Context: an optimization exercise on an open-source flow, tuned for small area. The choices shown serve that exercise and are no tape-out recipe.
In this exercise RTL edits were held to simulation tests only and were not proved equivalent to the original.
Power is estimated from default activity; no workload was simulated. The clock port is modelled as an ideal driver; clocking choices that lean on that would not hold on a real chip.

==> design/flow/design.v <==
package ctrl_types_pkg;
  localparam int KV_CMD_IDX_W = 16;
  typedef enum logic [0:0] {
    KV_IDLE  = 1'b0,
    KV_FLUSH = 1'b1
  } kv_mem_state_e;
  typedef struct packed {
    logic                    sel;    
    logic                    wr;     
    logic                    del;    
    logic [KV_CMD_IDX_W-1:0] idx;    
  } kv_mem_cmd_t;
endpackage
module kv_prio_onehot #(
  parameter int WIDTH = 16
) (
  input  logic [WIDTH-1:0] req_in,
  output logic [WIDTH-1:0] gnt_out
);
  logic [WIDTH-1:0] below;
  always_comb begin
    below[0] = 1'b0;
    for (int i = 1; i < WIDTH; i++) begin
      below[i] = below[i-1] | req_in[i-1];
    end
  end
  assign gnt_out = req_in & ~below;
endmodule
module kv_aoi222 (
  input  logic a0, b0, a1, b1, a2, b2,
  output logic y_n
);
  assign y_n = ~((a0 & b0) | (a1 & b1) | (a2 & b2));
endmodule
module kv_read_mux #(
  parameter int N = 16,
  parameter int W = 64
) (
  input  logic [N-1:0]        sel_in,
  input  logic [N-1:0][W-1:0] data_in,
  output logic [W-1:0]        data_out
);
  localparam int NG = N / 3;    
  for (genvar j = 0; j < W; j++) begin : g_bit
    logic [NG-1:0] grp_n;
    logic [N-1:0]  tail;
    logic          rest;
    for (genvar g = 0; g < NG; g++) begin : g_grp
      kv_aoi222 u_aoi (
        .a0 (sel_in[3*g]),   .b0 (data_in[3*g][j]),
        .a1 (sel_in[3*g+1]), .b1 (data_in[3*g+1][j]),
        .a2 (sel_in[3*g+2]), .b2 (data_in[3*g+2][j]),
        .y_n(grp_n[g])
      );
    end
    for (genvar i = 0; i < N; i++) begin : g_tail
      if (i >= 3 * NG) begin : g_use
        assign tail[i] = sel_in[i] & data_in[i][j];
      end else begin : g_skip
        assign tail[i] = 1'b0;
      end
    end
    assign rest = |tail;
    assign data_out[j] = ~(&grp_n) | rest;
  end
endmodule
module kv_key_match #(
  parameter int N = 16,
  parameter int W = 32
) (
  input  logic [W-1:0]        key_in,
  input  logic [N-1:0]        valid_in,
  input  logic [N-1:0][W-1:0] keys_in,
  output logic [N-1:0]        match_out
);
  always_comb begin
    for (int i = 0; i < N; i++) begin
      match_out[i] = valid_in[i] && (keys_in[i] == key_in);
    end
  end
endmodule
module kv_cell_next #(
  parameter int N = 16,
  parameter int W = 96
) (
  input  logic [N-1:0]        wr_in,
  input  logic [N-1:0]        hold_in,
  input  logic [W-1:0]        din_in,
  input  logic [N-1:0][W-1:0] q_in,
  output logic [N-1:0][W-1:0] d_out
);
  always_comb begin
    for (int i = 0; i < N; i++) begin
      d_out[i] = (din_in & {W{wr_in[i]}}) | (q_in[i] & {W{hold_in[i]}});
    end
  end
endmodule
module kv_mem_block #(
  parameter int NUM_ENTRIES = 16,
  parameter int KEY_WIDTH   = 32,
  parameter int VALUE_WIDTH = 64
) (
  input  logic                               clk,
  input  logic                               rst_n,
  input  logic [KEY_WIDTH-1:0]               key_in,
  input  logic [VALUE_WIDTH-1:0]             value_in,
  input  logic                               select_in,
  input  logic                               write_in,
  input  logic                               delete_in,
  input  logic [NUM_ENTRIES-1:0]             idx_in,
  input  logic                               flush_in,
  output logic                               hit,
  output logic [NUM_ENTRIES-1:0]             hit_idx,
  output logic [VALUE_WIDTH-1:0]             value_out,
  output logic                               free_valid,
  output logic [NUM_ENTRIES-1:0]             free_idx,
  output logic [$clog2(NUM_ENTRIES+1)-1:0]   count,
  output logic                               busy,
  output logic                               err,
  output ctrl_types_pkg::kv_mem_state_e      dbg_state
);
  localparam int N  = NUM_ENTRIES;
  localparam int CW = $clog2(NUM_ENTRIES + 1);
  localparam int PW = $clog2(NUM_ENTRIES);
  localparam int SW = KEY_WIDTH + VALUE_WIDTH;    
  logic                         busy_q;
  logic [PW-1:0]                ptr_q;
  logic [N-1:0]                 valid_q;
  logic [N-1:0][SW-1:0]         cell_q, cell_d;
  logic [N-1:0][KEY_WIDTH-1:0]  key_q;
  logic [N-1:0][VALUE_WIDTH-1:0] val_q;
  logic [CW-1:0]                count_q;
  logic                         err_q;
  for (genvar i = 0; i < N; i++) begin : g_cell
    assign key_q[i] = cell_q[i][SW-1:VALUE_WIDTH];
    assign val_q[i] = cell_q[i][VALUE_WIDTH-1:0];
  end
  logic [N-1:0] match, key_hit_idx, free_vec, idx_low, idx_valid, acc_idx;
  logic         key_hit, idx_ok, any_free, idx_hit;
  kv_key_match #(.N(N), .W(KEY_WIDTH)) u_match (
    .key_in    (key_in),
    .valid_in  (valid_q),
    .keys_in   (key_q),
    .match_out (match)
  );
  kv_prio_onehot #(.WIDTH(N)) u_hit_sel (
    .req_in  (match),
    .gnt_out (key_hit_idx)
  );
  kv_prio_onehot #(.WIDTH(N)) u_free_sel (
    .req_in  (~valid_q),
    .gnt_out (free_vec)
  );
  kv_prio_onehot #(.WIDTH(N)) u_idx_low (
    .req_in  (idx_in),
    .gnt_out (idx_low)
  );
  assign key_hit   = |match;
  assign any_free  = ~&valid_q;
  assign idx_ok    = (|idx_in) && (idx_low == idx_in);
  assign idx_valid = idx_in & valid_q;
  assign idx_hit   = |idx_valid;
  always_comb begin
    acc_idx = '0;
    if (!busy_q) begin
      if (select_in) acc_idx = idx_ok ? idx_valid : '0;
      else           acc_idx = key_hit_idx;
    end
  end
  kv_read_mux #(.N(N), .W(VALUE_WIDTH)) u_read (
    .sel_in   (acc_idx),
    .data_in  (val_q),
    .data_out (value_out)
  );
  assign hit        = |acc_idx;
  assign hit_idx    = acc_idx;
  assign free_idx   = free_vec;
  assign free_valid = any_free;
  assign count      = count_q;
  assign busy       = busy_q;
  assign dbg_state  = busy_q ? ctrl_types_pkg::KV_FLUSH : ctrl_types_pkg::KV_IDLE;
  logic         idle_cmd, do_del, wr_req, do_idx_wr, do_key_wr;
  logic [N-1:0] wr_vec, hold_vec, clr_vec;
  logic         cnt_inc, cnt_dec;
  assign idle_cmd  = !busy_q && !flush_in;
  assign do_del    = idle_cmd && delete_in && idx_ok;
  assign wr_req    = idle_cmd && write_in && !delete_in;
  assign do_idx_wr = wr_req && select_in && idx_ok;
  assign do_key_wr = wr_req && !select_in;
  always_comb begin
    wr_vec = '0;
    if (do_idx_wr)      wr_vec = idx_in;
    else if (do_key_wr) wr_vec = key_hit ? key_hit_idx : free_vec;
  end
  always_comb begin
    clr_vec = '0;
    if (do_del) clr_vec = idx_in;
    if (busy_q) clr_vec = N'(1) << ptr_q;
  end
  assign cnt_inc = (do_idx_wr && !idx_hit) || (do_key_wr && !key_hit && any_free);
  assign cnt_dec = (do_del && idx_hit) || (busy_q && valid_q[ptr_q]);
  logic [CW-1:0] cnt_flip;
  always_comb begin
    cnt_flip[0] = cnt_inc || cnt_dec;
    for (int k = 1; k < CW; k++) begin
      cnt_flip[k] = cnt_flip[k-1] && (count_q[k-1] ^ cnt_dec);
    end
  end
  assign hold_vec = ~wr_vec;
  kv_cell_next #(.N(N), .W(SW)) u_next (
    .wr_in   (wr_vec),
    .hold_in (hold_vec),
    .din_in  ({key_in, value_in}),
    .q_in    (cell_q),
    .d_out   (cell_d)
  );
  always_ff @(posedge clk) begin
    cell_q <= cell_d;
  end
  always_ff @(posedge clk or negedge rst_n) begin
    if (!rst_n) begin
      valid_q <= '0;
      count_q <= '0;
    end else begin
      valid_q <= (valid_q | wr_vec) & ~clr_vec;
      count_q <= count_q ^ cnt_flip;
    end
  end
  always_ff @(posedge clk or negedge rst_n) begin
    if (!rst_n) begin
      busy_q <= 1'b0;
    end else if (busy_q) begin
      busy_q <= (ptr_q != PW'(N - 1));
    end else begin
      busy_q <= flush_in;
    end
  end
  always_ff @(posedge clk) begin
    ptr_q <= busy_q ? ptr_q + PW'(1) : '0;
  end
  logic illegal;
  assign illegal = idle_cmd && (
                     (delete_in && !idx_ok) ||
                     (delete_in && write_in) ||
                     (wr_req && select_in && !idx_ok) ||
                     (do_key_wr && !key_hit && !any_free));
  always_ff @(posedge clk or negedge rst_n) begin
    if (!rst_n) begin
      err_q <= 1'b0;
    end else if (!busy_q && flush_in) begin
      err_q <= 1'b0;
    end else if (illegal) begin
      err_q <= 1'b1;
    end
  end
  assign err = err_q;
endmodule
==> design/flow/flow/run.sh <==
#!/bin/bash
# Standard ORFS layout with two changes: port buffers use the smallest
# buffer cell (the resizer still upsizes any that need it), and clock tree
# synthesis uses larger sink clusters without dummy loads.
set -euo pipefail
export BUFFER_PORTS_ARGS="-buffer_cell sky130_fd_sc_hd__buf_1"
export CTS_ARGS="-sink_clustering_enable -repair_clock_nets -sink_clustering_size 30 -sink_clustering_max_diameter 75 -dont_use_dummy_load"
bash standard.sh > standard_flow.log 2>&1
==> design/flow/standard.sh <==
#!/bin/bash
# synth_recipe.tcl (not shown) runs the flow's synth.tcl, then flattens the netlist and writes it again
# the make line also repeats each setting of config.mk as NAME=value (left out here)
make -C /OpenROAD-flow-scripts/flow DESIGN_CONFIG=/design/flow/config.mk WORK_HOME=/design/flow/orfs CLKGATE_MAP_FILE= SYNTH_SCRIPT=/design/flow/synth_recipe.tcl "${@:-finish}"
==> design/flow/config.mk <==
export PLATFORM = sky130hd
export DESIGN_NAME = kv_mem_block
export DESIGN_NICKNAME = kv_mem_block
export VERILOG_FILES = /design/flow/design.v
export SDC_FILE = /design/flow/constraint.sdc
export NUM_CORES = 4
export LEC_CHECK = 0
export CAP_MARGIN = 0
export CORE_MARGIN = 2
export CORE_UTILIZATION = 80
export PLACE_DENSITY = 0.86
export SETUP_SLACK_MARGIN = 0.2
export SLEW_MARGIN = 0
export SYNTH_HIERARCHICAL = 1
==> design/flow/constraint.sdc <==
create_clock -name core_clock -period 14.0 [get_ports {clk}]
set_input_delay 2.8000 -clock core_clock [delete_from_list [all_inputs] [get_ports {clk}]]
set_output_delay 2.8000 -clock core_clock [all_outputs]
set_load 0.01 [all_outputs]
==> flow_metrics.env, run 1 <==
export IMPL_layout_commonest_cell="a22o_1"
export IMPL_layout_drive_gt1_share=0.05194
export IMPL_final_util=0.8141
export IMPL_core_area_sq_mm=0.07608
export IMPL_ctsResizeCount=0
export IMPL_routedWlPerCell_microns=31.04
export IMPL_ranking_of_synthesized_cells_by_area="dfxtp_1 (50%), a22o_1 (22%), xor2_1 (7.2%)"
export IMPL_timing_final_crit_share=0.7660
export IMPL_place_inst=6034
export IMPL_outcome="timing/DRC/antenna clean"
export IMPL_route_antenna_remaining_nets=0
export IMPL_fmaxAchievable_mhz=93.24
export IMPL_largest_incremental_delay_on_the_critical_path_ns=0.90
export IMPL_die_area_sq_mm=0.07913
export IMPL_post_synth_num_cell_types=52
export IMPL_postRouteWirelength_mm=189.5
export IMPL_dr_pass1_iters=9
export IMPL_gpl_final_weighted_congestion=0.9696
export IMPL_via_per_inst=7.925
export IMPL_path_clk_slew_ns=0.07
export IMPL_cpMaxStageDelayCell="buf_4"
export IMPL_placementRows=101
export IMPL_synth_cells=5314
export IMPL_n_fill_cell=4721
export IMPL_fin_skew_ns=0.07207
export IMPL_relSlewSlack=0.1289
export IMPL_die_width_microns=281.3
export IMPL_clkSinkCount=1563
export IMPL_synthesis_area_per_instance_sq_um=11.58
export IMPL_postCtsHoldBufs=0
export IMPL_total_leakage_power_nw=23.83
export IMPL_drt_iter0_markers=8671
export IMPL_wp_data_required_ns=11.20
export IMPL_design_portCount=224
export IMPL_hold_path_class="register to register"
export IMPL_fin_tns_setup_ns=0
export IMPL_gr_max_usage_layer="met2"
export IMPL_cts_tree="yes"
export IMPL_path_class="input port to output port"
export IMPL_initial_utilization=0.8086
export IMPL_critical_path_endpoint_type="output port"
export IMPL_setup_violations_final=0
export IMPL_synth_enable_flop_cells=0
export IMPL_hpwl_after_detailed_placement_mm=101.1
export IMPL_grt_ovfl_total=0
export IMPL_irDropWorstVdd_v=0.0001401
export IMPL_post_cts_setup_buffer_count=0
export IMPL_portBuffers=223
export IMPL_share_of_synthesized_flip_flops_with_an_asynchronous_set_or_reset=0.01472
export IMPL_yosys_area_top_type_share=0.5012
export IMPL_antenna_violations_before_repair=11
export IMPL_combined_area_of_all_synthesized_cells_sq_mm=0.06152
export IMPL_groute_layer_met3_usage=0.1170
export IMPL_largest_net_degree_at_the_start_of_global_routing=99
export IMPL_power_density_mw_per_mm2=121.2
export IMPL_finish_cell_count_without_fillers=6105
export IMPL_worst_pin_slew_ns=1.307
export IMPL_rsz0062_at_grt="no"
export IMPL_synth_ff_latch_count=1563
export IMPL_layout_cells_most_common_list="a22o_1 (1544), dfxtp_1 (1540), xor2_1 (504)"
export IMPL_fin_nets=5190
export IMPL_ys_dominant_reg_cell="dfxtp_1"
export IMPL_p_total_mw=7.506
export IMPL_clk_latency_ns=0.71
export IMPL_grt_usage=0.4632
export IMPL_cts_buffer_depth=3
export IMPL_worstPathMaxFanout=65
export IMPL_grt_pass1_wl_mm=283.8
export IMPL_timing_critical_path_arrival_ns=7.92
export IMPL_flow_area_growth_from_synthesis_pct=0.6814
export IMPL_height_of_the_chip_microns=281.3
export IMPL_cap_viol_max_count=0
export IMPL_total_number_of_vias=48384
export IMPL_final_critical_delay_including_setup_and_external_delays_ns=10.72
export IMPL_h_tree_depth=2
export IMPL_cts_inserted_buffers=60
export IMPL_yosys_warnings=10
export IMPL_drcViolationCount=0
export IMPL_finalMaxSlewViolations=0
export IMPL_yosysSeqAreaShare=0.5105
export IMPL_final_hold_violation_count=0
export IMPL_clk_root_buffer_cell="clkbuf_16"
export IMPL_global_route_usage_met1=0.6241
export IMPL_grt_met2_usage=0.6923
export IMPL_vias_in_the_first_global_route=46801
export IMPL_cp_cell_sequence="clkbuf_2 -> buf_4 -> xor2_1 -> nor4_1 -> nand4_1 -> nor3_1 -> nor4b_1 -> nand2_1 -> o21ai_4 -> buf_4 -> a222oi_1 -> nand4_1 -> buf_1"
export IMPL_synth_nets=5438
export IMPL_worstSetupStartpointType="input port"
export IMPL_synth_top_cell_by_area="dfxtp_1"
## worst max-delay path, delay by kind of cell
kind            cells  cell delay, ns
simple gates        6            2.41
buf+inv             4            2.11
compound gates      2            0.44
xor+xnor            1            0.11
## layer usage
layer  part of all wire  up-vias  wire length [microns]
met3               0.14      811                  26860
met5            0.00014        -                     27
li1                   -    20052                      -
met2               0.43     4060                  81320
met1               0.38    23457                  71060
met4              0.054        4                  10210
## through the flow
step	hold WS, ns	cell area (sq um)	setup slack (ns)
floorplan	0.4393	61520	1.770
global placement	0.4524	60410	3.574
detailed placement	0.4532	60410	3.519
CTS	0.4775	61910	3.512
global route	0.4928	61930	3.092
finish	0.4750	61940	3.276
## worst paths after layout
| check | from | end | slack (ns) | cells past startpoint |
|---|---|---|---|---|
| max | key_in[10] | value_out[44] | 3.28 | 13 |
| min | count_q[4] | count_q[4] | 0.48 | 1 |
| max reg2reg | cell_q[575] | cell_q[364] | 8.66 | 14 |
| min reg2reg | count_q[4] | count_q[4] | 0.48 | 1 |
| max in group asynchronous | rst_n | valid_q[13] | 11.58 | 2 |
| min in group asynchronous | rst_n | valid_q[2] | 2.10 | 2 |
## cell usage after synthesis, drive strengths merged (2+ instances only)
library cell / number
a22o: 1544
dfxtp: 1540
buf: 525
xor2: 505
a222oi: 320
nor4: 145
nand2: 115
clkbuf: 107
nand4: 95
and3: 76
inv: 43
nor2: 41
nand3: 38
nor3: 32
a21oi: 29
xnor2: 27
dfrtp: 23
mux2i: 19
o21ai: 18
and2: 11
nor2b: 10
nor3b: 9
a221oi: 8
ha: 6
nor4b: 4
and3b: 3
and4bb: 3
mux4: 3
a2111oi: 2
a211oi: 2
nand3b: 2
o2111ai: 2
## modules after synthesis, one instance, submodules excluded, a selection
module / cells inside / times used
kv_mem_block: 1857 / 1
kv_aoi222: 1 / 320
## sequential cells by signal, indices dropped and copies added (netlist names)
signal   flops
busy_q       1
count_q      5
valid_q     16
ptr_q        4
err_q        1
cell_q    1536
## cell type report
type / instances / area, sq um / share of cell area
Antenna cell: 11 / 27.53 / 0.0004444
Inverter: 43 / 201.4 / 0.003252
Multi-Input combinational cell: 3076 / 25880 / 0.4178
Clock buffer: 60 / 1501 / 0.02424
Timing Repair Buffer: 322 / 1633 / 0.02636
Sequential cell: 1563 / 31410 / 0.5071
Tap cell: 1030 / 1289 / 0.02081
## kinds of logic (layout without fill, tap and decap cells)
family	after synthesis	in the layout	share of synthesized area
AOI/OAI and AO/OA	1929	1929	0.2789
xor gates and xnor gates	532	532	0.07587
adders and majority gates	6	6	0.001220
buffers and inverters	675	425	0.07477
DFF	1563	1563	0.5105
muxes	22	22	0.004190
other	0	11	0
and+or+nand+nor	587	587	0.05455
## where the power goes
| group | switching [mW] | internal, mW | leakage, nW | total, mW |
|---|---|---|---|---|
| clock | 1.32 | 0.770 | 0.739 | 2.08 |
| sequential | 0.188 | 4.62 | 12.7 | 4.81 |
| combinational | 0.353 | 0.257 | 10.4 | 0.609 |
| total | 1.86 | 5.65 | 23.8 | 7.51 |
==> run 2: changes to the inputs <==
--- a/design/flow/design.v
+++ b/design/flow/design.v
@@ -152,11 +152,13 @@
     .gnt_out (free_vec)
   );
-  kv_prio_onehot #(.WIDTH(N)) u_idx_low (
-    .req_in  (idx_in),
-    .gnt_out (idx_low)
-  );
+  always_comb begin
+    idx_low[0] = 1'b0;
+    for (int i = 1; i < N; i++) begin
+      idx_low[i] = idx_low[i-1] | idx_in[i-1];
+    end
+  end
   assign key_hit   = |match;
   assign any_free  = ~&valid_q;
-  assign idx_ok    = (|idx_in) && (idx_low == idx_in);
+  assign idx_ok    = (|idx_in) && !(|(idx_in & idx_low));
   assign idx_valid = idx_in & valid_q;
   assign idx_hit   = |idx_valid;
@@ -199,5 +201,5 @@
   end
   assign cnt_inc = (do_idx_wr && !idx_hit) || (do_key_wr && !key_hit && any_free);
-  assign cnt_dec = (do_del && idx_hit) || (busy_q && valid_q[ptr_q]);
+  assign cnt_dec = (do_del && idx_hit) || (busy_q && |(valid_q & clr_vec));
   logic [CW-1:0] cnt_flip;
   always_comb begin
--- a/design/flow/config.mk
+++ b/design/flow/config.mk
@@ -6,9 +6,9 @@
 export NUM_CORES = 4
 export LEC_CHECK = 0
-export CAP_MARGIN = 0
+export CAP_MARGIN = 5
 export CORE_MARGIN = 2
-export CORE_UTILIZATION = 80
-export PLACE_DENSITY = 0.86
+export CORE_UTILIZATION = 75
+export PLACE_DENSITY = 0.82
 export SETUP_SLACK_MARGIN = 0.2
-export SLEW_MARGIN = 0
+export SLEW_MARGIN = 5
 export SYNTH_HIERARCHICAL = 1
==> run 2 against run 1 <==
Net effect: still clean on timing, DRC and antenna; hold slack improved by 0.0067 ns; sequential share of layout area increased by 0.088 points; routed wire length increased by 2.8%; critical path type unchanged.
==> flow_metrics.env, run 2 <==
export IMPL_largest_reg_by_ff_count="cell_q"
export IMPL_synthesis_area_per_instance_sq_um=11.62
export IMPL_setup_violations_final=0
export IMPL_antenna_violations_before_repair=14
export IMPL_cap_viol_max_count=0
export IMPL_height_of_the_chip_microns=290.1
export IMPL_clk_root_buffer_cell="clkbuf_16"
export IMPL_initial_utilization=0.7596
export IMPL_grt_pass1_wl_mm=290.6
export IMPL_cts_inserted_buffers=60
export IMPL_synth_simple_area_share=0.05204
export IMPL_compound_gate_fraction_of_synth_area=0.2826
export IMPL_flow_area_growth_from_synthesis_pct=0.7257
export IMPL_synth_top_family_by_area="compound AO/OA/AOI/OAI gates"
export IMPL_yosysSeqAreaShare=0.5116
export IMPL_combined_area_of_all_synthesized_cells_sq_mm=0.06139
export IMPL_dr_pass1_iters=10
export IMPL_die_width_microns=290.1
export IMPL_layout_drive_gt1_share=0.05167
export IMPL_cts_buffer_depth=3
export IMPL_critical_path_endpoint_type="output port"
export IMPL_synth_top_cell_by_area="dfxtp_1"
export IMPL_synth_ff_latch_count=1563
export IMPL_r2r_worst_path_cells=14
export IMPL_ranking_of_synthesized_cells_by_area="dfxtp_1 (50%), a22o_1 (22%), xor2_1 (7.0%)"
export IMPL_wp_data_required_ns=11.20
export IMPL_timing_final_crit_share=0.7735
export IMPL_gpl_final_weighted_congestion=0.9596
export IMPL_hold_end="cell_q[1448]"
export IMPL_place_inst=6031
export IMPL_hold_path_class="register to register"
export IMPL_worstPathMaxFanout=49
export IMPL_layout_cells_most_common_list="dfxtp_1 (1540), a22o_1 (1536), xor2_1 (489)"
export IMPL_final_hold_violation_count=0
export IMPL_grt_usage=0.4426
export IMPL_worst_pin_slew_ns=1.254
export IMPL_largest_net_degree_at_the_start_of_global_routing=98
export IMPL_clk_latency_ns=0.71
export IMPL_n_fill_cell=5455
export IMPL_largest_register_ffs=1536
export IMPL_fmaxAchievable_mhz=92.34
export IMPL_synth_top_cells_by_count="dfxtp_1 (1540), a22o_1 (1536), xor2_1 (489)"
export IMPL_path_class="input port to output port"
export IMPL_reg2reg_from="cell_q[180]"
export IMPL_synth_enable_flop_cells=0
export IMPL_xor_and_xnor_fraction_of_the_mapped_netlist_area=0.07389
export IMPL_finalMaxSlewViolations=0
export IMPL_r2r_end="cell_q[1396]"
export IMPL_postRouteWirelength_mm=194.7
export IMPL_routedWlPerCell_microns=31.89
export IMPL_portBuffers=223
export IMPL_postCtsHoldBufs=0
export IMPL_path_clk_slew_ns=0.10
export IMPL_die_area_sq_mm=0.08415
export IMPL_worstSetupStartpointType="input port"
export IMPL_reg2reg_slack_ns=7.93
export IMPL_fin_nets=5158
export IMPL_fin_skew_ns=0.05172
export IMPL_yosys_mux_area_fraction=0.003098
export IMPL_reg_top3="cell_q (1536), valid_q (16), count_q (5)"
export IMPL_ctsResizeCount=0
export IMPL_hold_path_depth=1
export IMPL_irDropWorstVdd_v=0.0001312
export IMPL_power_density_mw_per_mm2=121.9
export IMPL_layout_commonest_cell="dfxtp_1"
export IMPL_ys_dominant_reg_cell="dfxtp_1"
export IMPL_vias_in_the_first_global_route=46450
export IMPL_placementRows=104
export IMPL_hpwl_after_detailed_placement_mm=106.3
export IMPL_cts_tree="yes"
export IMPL_drcViolationCount=0
export IMPL_synth_most_common_cell="dfxtp_1"
export IMPL_synthAdderAreaFrac=0.001386
export IMPL_final_util=0.7652
export IMPL_yosys_area_top_type_share=0.5022
export IMPL_share_of_synthesized_flip_flops_with_an_asynchronous_set_or_reset=0.01472
export IMPL_drt_iter0_markers=8420
export IMPL_final_critical_delay_including_setup_and_external_delays_ns=10.83
export IMPL_synth_cells=5284
export IMPL_core_area_sq_mm=0.08081
export IMPL_timing_hold_worst_start="cell_q[1448]"
export IMPL_whs_ns=0.4817
export IMPL_total_leakage_power_nw=23.62
export IMPL_fin_tns_setup_ns=0
export IMPL_post_cts_setup_buffer_count=0
export IMPL_finish_cell_count_without_fillers=6105
export IMPL_design_portCount=224
export IMPL_via_per_inst=7.927
export IMPL_total_number_of_vias=48392
export IMPL_timing_critical_path_arrival_ns=8.03
export IMPL_post_synth_num_cell_types=57
export IMPL_outcome="timing/DRC/antenna clean"
export IMPL_h_tree_depth=2
export IMPL_relSlewSlack=0.1641
export IMPL_rsz0062_at_grt="no"
export IMPL_clkSinkCount=1563
export IMPL_synth_nets=5408
export IMPL_grt_ovfl_total=0
export IMPL_route_antenna_remaining_nets=0
export IMPL_yosys_warnings=10
## run 2: cell types whose count changed after synthesis, sizes merged, moves of 8 or more
cell    change
a22oi       +8
o21ai      -15
nor4       -11
nand4       +9
xor2       -15
nand2      -28
nand2b     +20
a21oi       +8
a22o        -8
a222oi     +17
## run 2: per-module statistics from Yosys (local to each module, per instance), a selection
module / cell area, sq um / flops+latches / times used
kv_mem_block: 33260 / 1563 / 1
kv_aoi222: 10.01 / 0 / 320
## run 2: cells by family after synthesis
kind of cell | count (synthesis)
AOI/OAI and AO/OA | 1945
xor gates and xnor gates | 517
adders and majority gates | 7
buffers and inverters | 679
DFF | 1563
muxes | 19
and+or+nand+nor | 554
## run 2: worst max-delay path by stage
stage          startpoint       endpoint  slack (ns)  cells past startpoint
2_1_floorplan   idx_in[9]   value_out[0]        3.49                     12
3_3_place_gp   key_in[31]  value_out[53]        3.61                     13
3_5_place_dp   key_in[23]  value_out[53]        3.46                     13
4_1_cts        key_in[23]  value_out[53]        3.39                     13
5_1_grt        key_in[23]  value_out[21]        3.03                     13
6_report       key_in[23]  value_out[21]        3.17                     13
## run 2: critical path, stage by stage
cell      delay, ns
clkbuf_2       0.44
buf_4          0.37
xor2_1         0.11
nor4_1         0.47
nand4_1        0.24
nor3_1         0.52
nor4b_1        0.52
nand2b_1       0.18
a21oi_4        0.70
buf_4          0.87
a222oi_1       0.27
nand4_1        0.30
buf_1          0.20
## run 2: cell type report
class	instances	area, sq um	share of cell area
Timing Repair Buffer	326	1688	0.02730
Tap cell	1060	1326	0.02145
Multi-Input combinational cell	3042	25680	0.4154
Clock buffer	60	1501	0.02428
Antenna cell	13	32.53	0.0005261
Inverter	41	193.9	0.003137
Sequential cell	1563	31410	0.5079
## run 2: per-stage QoR
step                power, mW  setup WS (ns)  area, sq um
floorplan               5.305          3.494        61390
global placement        5.479          3.611        60280
detailed placement      5.496          3.465        60280
CTS                     7.495          3.393        61780
global route            7.732          3.032        61820
finish                  7.539          3.171        61830
## run 2: report_power, final
| group | total (mW) | switching (mW) | internal [mW] |
|---|---|---|---|
| logic | 0.625 | 0.369 | 0.256 |
| registers | 4.81 | 0.182 | 4.62 |
| clock network | 2.11 | 1.34 | 0.770 |
| total | 7.54 | 1.89 | 5.65 |
## run 2: routing by layer
layer / track usage / vias up / wire [microns]
met5: 0 / - / 35
met4: 0.2127 / 6 / 10530
met1: 0.5880 / 23528 / 71640
met2: 0.6781 / 4117 / 84650
li1: - / 19994 / -
met3: 0.1116 / 747 / 27830

## static timing again, ports no longer ideal
No port has a modelled driver above. Below, the same layouts with a new extraction and two added sets of constraints. Step 1 (the two cells are an assumption about what drives the block):
set clk [get_ports {clk}]
set_driving_cell -lib_cell sky130_fd_sc_hd__clkbuf_16 $clk
set_driving_cell -lib_cell sky130_fd_sc_hd__buf_2 [delete_from_list [all_inputs] $clk]
Step 2 also shifts input and output timing later by t, the mid clock arrival at the registers, as if the neighbouring blocks saw the same clock. Slacks: ideal ports / drivers / drivers and shift; pairs: ideal ports / drivers.
run | t, ns | slack for setup (ns) | clock arrival spread, ns | worst register clock-pin slew, ns | worst slew at a driven data input, ns
run 1 | 0.745 | 3.276 / 3.252 / 3.252 | 0.072 / 0.072 | 0.12 / 0.12 | 0.13
run 2 | 0.758 | 3.171 / 3.135 / 3.135 | 0.052 / 0.051 | 0.12 / 0.12 | 0.17
After both steps setup and hold are still met in every run listed. For run 2, which loses most, drivers alone change the setup slack by -0.036 ns; drivers and shift together by -0.036 ns.
